Source: an optimization exercise on an open RTL-to-GDS flow (aim: small area and a short achievable clock period). Production flows keep margins and buffers that such runs may drop.
RTL that was checked went through simulation tests only; none was proved equivalent to the original.
Power figures rest on the tool's default switching activity, not on a simulated workload.

==> flow/design.v (excerpt) <==
module invaders_top #(
    parameter int ALIEN_COLS = 6,
    parameter int ALIEN_ROWS = 3
) (
    input  wire logic        clk,
    input  wire logic        reset,
    input  wire logic        frame_tick,
    input  wire logic        fire,
    input  wire logic        left,
    input  wire logic        right,
    input  wire logic        wb_cyc,
    input  wire logic        wb_stb,
    input  wire logic        wb_we,
    input  wire logic [2:0]  wb_adr,
    input  wire logic [31:0] wb_dat_w,
    output logic [31:0]      wb_dat_r,
    output logic             wb_ack
);
For scale: ~1500 cells after synthesis, about 150 flip-flops, about 77 I/O pins, about 0.011 sq mm of cells after synthesis.
Settings: LEC_CHECK=0, ABC_AREA=1, CAP_MARGIN=20, CORE_MARGIN=2, CORE_UTILIZATION=40, CTS_BUF_LIST=sky130_fd_sc_hd__clkbuf_4 sky130_fd_sc_hd__clkbuf_8, SETUP_SLACK_MARGIN=3.5, SLEW_MARGIN=20; clock period 6.0 ns.
standard.sh (not shown) runs the stock make flow with config.mk's settings and CLKGATE_MAP_FILE= SYNTH_SCRIPT=/design/flow/synth_recipe.tcl, a recipe that flattens the netlist after the stock synthesis.
==> flow/flow/run.sh <==
#!/bin/bash
# The standard layout (the standard.sh), with buf_4 cells as the port
# buffers instead of the delay cells buffer_ports picks by default.
set -euo pipefail
export BUFFER_PORTS_ARGS="-buffer_cell sky130_fd_sc_hd__buf_4"
bash standard.sh > standard.log 2>&1
Edit:
--- a/flow/design.v
+++ b/flow/design.v
@@ -167,32 +167,28 @@
             end
         end
     end
     logic [5:0] col_live;
     logic [2:0] row_live;
     always_comb begin
         for (int c = 0; c < 6; c++)
             col_live[c] = alive[c] | alive[6+c] | alive[12+c];
         for (int r = 0; r < 3; r++)
             row_live[r] = |alive[r*6 +: 6];
     end
-    logic hit_right, hit_left, hit_edge;
+    logic hit_edge;
     always_comb begin
-        hit_right = 1'b0;
-        hit_left  = 1'b0;
-        for (int c = 0; c < 6; c++) begin
-            if (col_live[c] && fx == 9'(312 - 30*c)) hit_right = 1'b1;
-            if (col_live[c] && fx == 9'(512 - 30*c)) hit_left  = 1'b1;
-        end
+        hit_edge = 1'b0;
+        for (int c = 0; c < 6; c++)
+            if (col_live[c] && fx == (dir_right ? 9'(312 - 30*c) : 9'(512 - 30*c))) hit_edge = 1'b1;
     end
-    assign hit_edge = dir_right ? hit_right : hit_left;
     logic bottom_reached;
     assign bottom_reached = (row_live[2] && fn >= 5'd12)
                          || (row_live[1] && fn >= 5'd14)
                          || (row_live[0] && fn >= 5'd17);
     logic move;
     assign move = MOVE_T[{kq, count}];
     logic fmove, fdrop;
     assign fmove = move && !hit_edge;            
     assign fdrop = move && hit_edge;             
     logic [8:0] fx_step, fx_n;
     logic       dir_n;
@@ -223,24 +219,24 @@
         a = ra_;
         b = {1'b0, fn};
         r_top = (rb == 4'd0);
         for (int i = 0; i < 6; i++)
             if ((a[i] ^ b[i]) != ((i == 0) ? 1'b0 : (a[i-1] | b[i-1]))) r_top = 1'b0;
     end
     logic [9:0] rs, drx_n;
     always_comb begin
         rs = ra ? drx : add(ship_x, ~{fx, 1'b0}, 1'b1);
         drx_n[0] = rs[0];
         for (int i = 1; i < 10; i++)
-            drx_n[i] = rs[i] ^ ((fmove && !dir_right && &(rs[9:1] | ~((9'd1 << (i-1)) - 9'd1)))
-                             || (fmove &&  dir_right && ~|(rs[9:1] & ((9'd1 << (i-1)) - 9'd1))));
+            drx_n[i] = rs[i] ^ ((step && fmove && !dir_right && &(rs[9:1] | ~((9'd1 << (i-1)) - 9'd1)))
+                             || (step && fmove &&  dir_right && ~|(rs[9:1] & ((9'd1 << (i-1)) - 9'd1))));
     end
     logic [5:0] ra_s, ra_n;
     logic [3:0] rb_n;
     always_comb begin
         if (ra) begin
             rb_n = (rb == 4'd0) ? 4'd9 : rb - 4'd1;
             ra_s = (rb == 4'd0) ? ra_ - 6'd1 : ra_;
         end else begin
             rb_n = 4'd8;
             ra_s = 6'd21 - {1'b0, fn};
         end
@@ -379,24 +375,24 @@
         end else if (step) begin
             if (ship_r || ship_l) ship_x <= incdec(ship_x, ship_l);
             if (ship_hit) explode <= EXP_START;
             else if (explode != EXP_DONE) explode <= {explode[4:0], explode[5] ^ explode[4]};
             if (kill) ra <= 1'b0;
             else if (ra) begin
                 if (r_top) ra <= 1'b0;
             end else if (fire && explode == EXP_DONE) ra <= 1'b1;
         end
     end
     always_ff @(posedge clk) begin
+        drx <= drx_n;
         if (step) begin
-            drx <= drx_n;
             ra_ <= ra_n;
             rb  <= rb_n;
         end
     end
     always_ff @(posedge clk or posedge reset) begin
         if (reset) begin
             la   <= 1'b0;
             scol <= '0;
             srow <= '0;
         end else if (restart) begin
             la   <= 1'b0;
@@ -410,28 +406,26 @@
                 if (can_shoot && lfsr[0]) la <= 1'b1;
                 if (scol == 3'd5) begin
                     scol <= '0;
                     srow <= (srow == 2'd2) ? 2'd0 : srow + 2'd1;
                 end else begin
                     scol <= scol + 3'd1;
                 end
             end
         end
     end
     always_ff @(posedge clk) begin
-        if (step) begin
-            if (la) begin
-                if (lb == 5'd19) begin
-                    lb  <= '0;
-                    la_ <= la_ + 5'd1;
-                end else begin
-                    lb  <= lb + 5'd1;
-                end
+        if (!la) begin
+            lo  <= shoot_lo;
+            la_ <= shoot_a;
+            lb  <= shoot_b;
+        end else if (step) begin
+            if (lb == 5'd19) begin
+                lb  <= '0;
+                la_ <= la_ + 5'd1;
             end else begin
-                lo  <= shoot_lo;
-                la_ <= shoot_a;
-                lb  <= shoot_b;
+                lb  <= lb + 5'd1;
             end
         end
     end
 endmodule
 `default_nettype wire
Maximum frequency climbs by 2.9%.
Global-route usage is lower by 0.33 points.
Hold slack gains 0.0090 ns.
Core utilization drops by 0.61 points.
Routed wire length drops by 1.8%.
Cell area decreases by 1.6%.
Setup slack improves by 0.071 ns.
The RTL of the second run of this note was laid out without a check of its function.

========
invaders_top, a different RTL version from the one above (not shown whole).
Size: ~1400 cells after synthesis, ~150 flip-flops, roughly 77 I/O pins.
==> flow/config.mk <==
export PLATFORM = sky130hd
export DESIGN_NAME = invaders_top
export DESIGN_NICKNAME = invaders_top
export VERILOG_FILES = /design/flow/design.v
export SDC_FILE = /design/flow/constraint.sdc
export NUM_CORES = 4
export LEC_CHECK = 0
export ABC_AREA = 1
export CAP_MARGIN = 20
export CORE_MARGIN = 2
export CORE_UTILIZATION = 40
export CTS_BUF_LIST = sky130_fd_sc_hd__clkbuf_4 sky130_fd_sc_hd__clkbuf_8
export SETUP_SLACK_MARGIN = 3.4
export SLEW_MARGIN = 20
==> flow/constraint.sdc <==
create_clock -name core_clock -period 6.0 [get_ports {clk}]
set_input_delay 1.2000 -clock core_clock [delete_from_list [all_inputs] [get_ports {clk}]]
set_output_delay 1.2000 -clock core_clock [all_outputs]
set_load 0.01 [all_outputs]
Scripts as last shown in full above: flow/flow/run.sh
Next try:
--- a/flow/design.v
+++ b/flow/design.v
@@ -110,51 +110,51 @@
     endfunction
     localparam logic [63:0] MOVE_T = move_table();
     logic        run, restart;
     logic [17:0] dat;
     logic        game_over, game_win;
     logic [1:0]  lives;
     logic [2:0]  kq, hq;         
     logic [1:0]  kr, hr;         
     logic        dir_right;
     logic [2:0]  count;
     logic [8:0]  fx;             
     logic [4:0]  fn;             
-    logic [5:0]  at_edge;        
     logic [17:0] alive;
     logic [9:0]  ship_x;
     logic [5:0]  explode;
     logic        ra;             
     logic [9:0]  drx;            
     logic [5:0]  ra_;            
     logic [3:0]  rb;             
     logic        la;             
     logic [9:0]  lo;             
     logic [4:0]  la_;            
     logic [4:0]  lb;             
     logic [15:0] lfsr;
     logic [2:0]  scol;
     logic [1:0]  srow;
     logic req, step;
     assign req  = wb_cyc && wb_stb && !wb_ack;
     assign step = frame_tick && run && !game_over && !game_win;
-    logic [7:0]  score;
+    logic [7:0]  score, high_score;
     logic [17:0] read_data;
-    assign score = score_of(wb_adr[0] ? hq : kq, wb_adr[0] ? hr : kr);
+    assign score      = score_of(kq, kr);
+    assign high_score = score_of(hq, hr);
     always_comb begin
         case (wb_adr)
             3'd0:    read_data = {17'b0, run};
             3'd1:    read_data = {14'b0, game_over, game_win, lives};
-            3'd2,
-            3'd3:    read_data = {10'b0, score};
+            3'd2:    read_data = {10'b0, score};
+            3'd3:    read_data = {10'b0, high_score};
             3'd4:    read_data = {8'b0, ship_x};
             3'd5:    read_data = alive;
             default: read_data = '0;
         endcase
     end
     always_ff @(posedge clk) dat <= read_data;
     assign wb_dat_r = {14'b0, dat};
     always_ff @(posedge clk or posedge reset) begin
         if (reset) begin
             run     <= 1'b0;
             wb_ack  <= 1'b0;
             restart <= 1'b0;
@@ -166,48 +166,50 @@
                 restart <= wb_dat_w[1];
             end
         end
     end
     logic [5:0] col_live;
     logic [2:0] row_live;
     always_comb begin
         for (int c = 0; c < 6; c++)
             col_live[c] = alive[c] | alive[6+c] | alive[12+c];
         for (int r = 0; r < 3; r++)
             row_live[r] = |alive[r*6 +: 6];
     end
-    logic hit_edge;
-    assign hit_edge = |(col_live & at_edge);
+    logic hit_right, hit_left, hit_edge;
+    always_comb begin
+        hit_right = 1'b0;
+        hit_left  = 1'b0;
+        for (int c = 0; c < 6; c++) begin
+            if (col_live[c] && fx == 9'(312 - 30*c)) hit_right = 1'b1;
+            if (col_live[c] && fx == 9'(512 - 30*c)) hit_left  = 1'b1;
+        end
+    end
+    assign hit_edge = dir_right ? hit_right : hit_left;
     logic bottom_reached;
     assign bottom_reached = (row_live[2] && fn >= 5'd12)
                          || (row_live[1] && fn >= 5'd14)
                          || (row_live[0] && fn >= 5'd17);
     logic move;
     assign move = MOVE_T[{kq, count}];
     logic fmove, fdrop;
     assign fmove = move && !hit_edge;            
     assign fdrop = move && hit_edge;             
     logic [8:0] fx_inc, fx_dec, fx_n;
     logic       dir_n;
-    logic [5:0] edge_move, edge_drop, at_edge_n;
     assign fx_inc = 9'(incdec(10'(fx), 1'b0));
     assign fx_dec = 9'(incdec(10'(fx), 1'b1));
     always_comb begin
         fx_n  = fmove ? (dir_right ? fx_inc : fx_dec) : fx;
         dir_n = dir_right ^ fdrop;
-        for (int c = 0; c < 6; c++) begin
-            edge_move[c] = dir_right ? (fx == 9'(312 - 30*c - 1)) : (fx == 9'(512 - 30*c + 1));
-            edge_drop[c] = dir_right ? (fx == 9'(512 - 30*c))     : (fx == 9'(312 - 30*c));
-        end
-        at_edge_n = !move ? at_edge : (hit_edge ? edge_drop : edge_move);
     end
     logic [5:0]  col_hit;
     logic [2:0]  row_hit;
     logic [17:0] hit_vec;
     logic        kill;
     always_comb begin
         for (int c = 0; c < 6; c++)
             col_hit[c] = (c == 0) ? (ge_c(drx, 10'd1014) || le_c(drx, 10'd11))
                                   : (ge_c(drx, 10'(60*c - 10)) && le_c(drx, 10'(60*c + 11)));
         row_hit[0] = (ra_ == 6'd2 && rb >= 4'd4) || (ra_ == 6'd3 && rb <= 4'd2);
         row_hit[1] = (ra_ == 6'd4 && rb >= 4'd6) || (ra_ == 6'd5 && rb <= 4'd4);
         row_hit[2] = (ra_ == 6'd6 && rb >= 4'd9) || (ra_ == 6'd7 && rb <= 4'd7);
@@ -329,39 +331,36 @@
                 end
             end
             if (step && ship_hit && lives != 2'd0) lives <= lives - 2'd1;
             if (lives == 2'd0 || bottom_reached) game_over <= 1'b1;
             if (alive == '0) game_win <= 1'b1;
         end
     end
     always_ff @(posedge clk or posedge reset) begin
         if (reset) begin
             fx        <= 9'd25;
             fn        <= '0;
             dir_right <= 1'b1;
-            at_edge   <= '0;
             count     <= '0;
             alive     <= '1;
         end else if (restart) begin
             fx        <= 9'd25;
             fn        <= '0;
             dir_right <= 1'b1;
-            at_edge   <= '0;
             count     <= '0;
             alive     <= '1;
         end else if (step) begin
             if (ra) alive <= alive & ~hit_vec;
             fx        <= fx_n;
             dir_right <= dir_n;
-            at_edge   <= at_edge_n;
             if (fdrop) fn <= fn + 5'd1;
             count     <= move ? 3'd0 : count + 3'd1;
         end
     end
     logic ship_r, ship_l;
     assign ship_r = right && !ge_c(ship_x, 10'd623);
     assign ship_l = !right && left && ge_c(ship_x, 10'd2);
     always_ff @(posedge clk or posedge reset) begin
         if (reset) begin
             ship_x  <= 10'd320;
             explode <= EXP_DONE;
             ra      <= 1'b0;
=> Worst hold slack barely changes; combinational power drops by 73%; via count climbs by 3.8%; non-clock buffer count went up by 12; cell area decreases by 1.9%; setup slack loses 0.014 ns; area after synthesis decreases by 2.5%; wire length grows by 2.3%; critical path depth drops by 8.
The RTL of the second run of this note was laid out without a check of its function.

========
invaders_top, a different RTL version from the one above (not shown whole).
Size: about 1500 cells after synthesis, roughly 150 flip-flops, about 77 I/O pins, about 11000 um2 of cells after synthesis.
==> flow/design.v (excerpt) <==
module invaders_top #(
    parameter int ALIEN_COLS = 6,
    parameter int ALIEN_ROWS = 3
) (
    input  wire logic        clk,
    input  wire logic        reset,
    input  wire logic        frame_tick,
    input  wire logic        fire,
    input  wire logic        left,
    input  wire logic        right,
    input  wire logic        wb_cyc,
    input  wire logic        wb_stb,
    input  wire logic        wb_we,
    input  wire logic [2:0]  wb_adr,
    input  wire logic [31:0] wb_dat_w,
    output logic [31:0]      wb_dat_r,
    output logic             wb_ack
);
export LEC_CHECK = 0
export ABC_AREA = 1
export CAP_MARGIN = 20
export CORE_MARGIN = 2
export CORE_UTILIZATION = 40
export CTS_BUF_LIST = sky130_fd_sc_hd__clkbuf_4 sky130_fd_sc_hd__clkbuf_8
export SETUP_SLACK_MARGIN = 3.7
export SLEW_MARGIN = 20
create_clock -name core_clock -period 6.0 [get_ports {clk}]
Scripts as last shown in full above: flow/flow/run.sh
==> next run, changes <==
--- a/flow/design.v
+++ b/flow/design.v
@@ -111,23 +111,22 @@
     localparam logic [63:0] MOVE_T = move_table();
     logic        run, restart;
     logic [17:0] dat;
     logic        game_over, game_win;
     logic [1:0]  lives;
     logic [2:0]  kq, hq;         
     logic [1:0]  kr, hr;         
     logic        dir_right;
     logic [2:0]  count;
     logic [8:0]  fx;             
     logic [4:0]  fn;             
-    logic [5:0]  at_edge;        
     logic [17:0] alive;
     logic [9:0]  ship_x;
     logic [5:0]  explode;
     logic        ra;             
     logic [9:0]  drx;            
     logic [5:0]  ra_;            
     logic [3:0]  rb;             
     logic        la;             
     logic [9:0]  lo;             
     logic [4:0]  la_;            
     logic [4:0]  lb;             
@@ -168,46 +167,47 @@
             end
         end
     end
     logic [5:0] col_live;
     logic [2:0] row_live;
     always_comb begin
         for (int c = 0; c < 6; c++)
             col_live[c] = alive[c] | alive[6+c] | alive[12+c];
         for (int r = 0; r < 3; r++)
             row_live[r] = |alive[r*6 +: 6];
     end
-    logic hit_edge;
-    assign hit_edge = |(col_live & at_edge);
+    logic hit_right, hit_left, hit_edge;
+    always_comb begin
+        hit_right = 1'b0;
+        hit_left  = 1'b0;
+        for (int c = 0; c < 6; c++) begin
+            if (col_live[c] && fx == 9'(312 - 30*c)) hit_right = 1'b1;
+            if (col_live[c] && fx == 9'(512 - 30*c)) hit_left  = 1'b1;
+        end
+    end
+    assign hit_edge = dir_right ? hit_right : hit_left;
     logic bottom_reached;
     assign bottom_reached = (row_live[2] && fn >= 5'd12)
                          || (row_live[1] && fn >= 5'd14)
                          || (row_live[0] && fn >= 5'd17);
     logic move;
     assign move = MOVE_T[{kq, count}];
     logic fmove, fdrop;
     assign fmove = move && !hit_edge;            
     assign fdrop = move && hit_edge;             
-    logic [8:0] fx_inc, fx_dec, fx_n;
+    logic [8:0] fx_step, fx_n;
     logic       dir_n;
-    logic [5:0] edge_move, edge_drop, at_edge_n;
-    assign fx_inc = 9'(incdec(10'(fx), 1'b0));
-    assign fx_dec = 9'(incdec(10'(fx), 1'b1));
+    assign fx_step = 9'(incdec(10'(fx), !dir_right));
     always_comb begin
-        fx_n  = fmove ? (dir_right ? fx_inc : fx_dec) : fx;
+        fx_n  = fmove ? fx_step : fx;
         dir_n = dir_right ^ fdrop;
-        for (int c = 0; c < 6; c++) begin
-            edge_move[c] = dir_right ? (fx == 9'(312 - 30*c - 1)) : (fx == 9'(512 - 30*c + 1));
-            edge_drop[c] = dir_right ? (fx == 9'(512 - 30*c))     : (fx == 9'(312 - 30*c));
-        end
-        at_edge_n = !move ? at_edge : (hit_edge ? edge_drop : edge_move);
     end
     logic [5:0]  col_hit;
     logic [2:0]  row_hit;
     logic [17:0] hit_vec;
     logic        kill;
     always_comb begin
         for (int c = 0; c < 6; c++)
             col_hit[c] = (c == 0) ? (ge_c(drx, 10'd1014) || le_c(drx, 10'd11))
                                   : (ge_c(drx, 10'(60*c - 10)) && le_c(drx, 10'(60*c + 11)));
         row_hit[0] = (ra_ == 6'd2 && rb >= 4'd4) || (ra_ == 6'd3 && rb <= 4'd2);
         row_hit[1] = (ra_ == 6'd4 && rb >= 4'd6) || (ra_ == 6'd5 && rb <= 4'd4);
@@ -290,27 +290,36 @@
     logic laser_end;                             
     assign laser_end = la_ >= 5'd24 || (la_ == 5'd23 && lb >= 5'd17);
     always_ff @(posedge clk or posedge reset) begin
         if (reset) begin
             lfsr <= 16'hACE1;
         end else if (restart) begin
             lfsr <= 16'hACE1;
         end else begin
             lfsr <= {lfsr[14:0], lfsr[15] ^ lfsr[13] ^ lfsr[12] ^ lfsr[10]};
         end
     end
+    logic kills_gt;
+    always_comb begin
+        logic [4:0] a, b;
+        a = {kq, kr};
+        b = {hq, hr};
+        kills_gt = 1'b0;
+        for (int i = 0; i < 5; i++)
+            kills_gt = (a[i] && !b[i]) || (!(a[i] ^ b[i]) && kills_gt);
+    end
     always_ff @(posedge clk or posedge reset) begin
         if (reset) begin
             hq <= '0;
             hr <= '0;
-        end else if ({kq, kr} > {hq, hr}) begin
+        end else if (kills_gt) begin
             hq <= kq;
             hr <= kr;
         end
     end
     always_ff @(posedge clk or posedge reset) begin
         if (reset) begin
             game_over <= 1'b0;
             game_win  <= 1'b0;
             lives     <= 2'd3;
             kq        <= '0;
             kr        <= '0;
@@ -331,37 +340,34 @@
             end
             if (step && ship_hit && lives != 2'd0) lives <= lives - 2'd1;
             if (lives == 2'd0 || bottom_reached) game_over <= 1'b1;
             if (alive == '0) game_win <= 1'b1;
         end
     end
     always_ff @(posedge clk or posedge reset) begin
         if (reset) begin
             fx        <= 9'd25;
             fn        <= '0;
             dir_right <= 1'b1;
-            at_edge   <= '0;
             count     <= '0;
             alive     <= '1;
         end else if (restart) begin
             fx        <= 9'd25;
             fn        <= '0;
             dir_right <= 1'b1;
-            at_edge   <= '0;
             count     <= '0;
             alive     <= '1;
         end else if (step) begin
             if (ra) alive <= alive & ~hit_vec;
             fx        <= fx_n;
             dir_right <= dir_n;
-            at_edge   <= at_edge_n;
             if (fdrop) fn <= fn + 5'd1;
             count     <= move ? 3'd0 : count + 3'd1;
         end
     end
     logic ship_r, ship_l;
     assign ship_r = right && !ge_c(ship_x, 10'd623);
     assign ship_l = !right && left && ge_c(ship_x, 10'd2);
     always_ff @(posedge clk or posedge reset) begin
         if (reset) begin
             ship_x  <= 10'd320;
             explode <= EXP_DONE;
After rerunning:
- power came out lower by 39%
- flip-flop and latch count came out lower by 6
- worst setup slack got worse by 0.013 ns
- critical path depth is higher by 5
- wire length goes down by 4.8%
- clock-buffer cell count goes down by 3
- die area shrinks by 5.1%
- cell area goes down by 4.8%
- hold slack improved by 0.0046 ns
- synthesized cell count falls by 2.6%
- clock power goes up by about 1%
- synthesized area drops by 5.2%
- global-route usage falls by 0.57 points

port drivers added, routing unchanged:
The flow's constraints put no driver on any port. The routed layouts listed below were extracted and timed again, unchanged, in two steps. Step 1: set_driving_cell puts a clkbuf_16 on clk and a buf_2 on each other input, an assumption about the parent block. Step 2 also shifts input and output timing later by t, the mid clock arrival at the registers, as if the neighbouring blocks saw the same clock. Three values: no drivers, after step 1, after step 2; two values: the first two.
run	t, ns	setup slack, ns	hold WS [ns]	clock arrival spread, ns	slew at the worst register clock pin (ns)
the first run of note 1	0.502	3.518 / 3.537 / 3.034	0.432 / 0.432 / 0.432	0.016 / 0.017	0.10 / 0.10
the second run of note 1	0.514	3.589 / 3.589 / 3.153	0.441 / 0.441 / 0.441	0.030 / 0.029	0.11 / 0.11
the first run of note 2	0.517	3.489 / 3.489 / 2.988	0.441 / 0.441 / 0.441	0.027 / 0.026	0.12 / 0.12
the second run of note 2	0.506	3.475 / 3.484 / 2.990	0.440 / 0.440 / 0.440	0.021 / 0.022	0.10 / 0.10
the first run of note 3	0.500	3.635 / 3.635 / 3.290	0.437 / 0.437 / 0.437	0.020 / 0.021	0.10 / 0.10
the second run of note 3	0.498	3.622 / 3.622 / 3.214	0.442 / 0.442 / 0.442	0.017 / 0.017	0.10 / 0.10
After both steps every run listed still meets setup and hold. The setup slack of the first run of note 2, which loses most, moves by 0.000 ns with the drivers and by -0.501 ns with both steps.
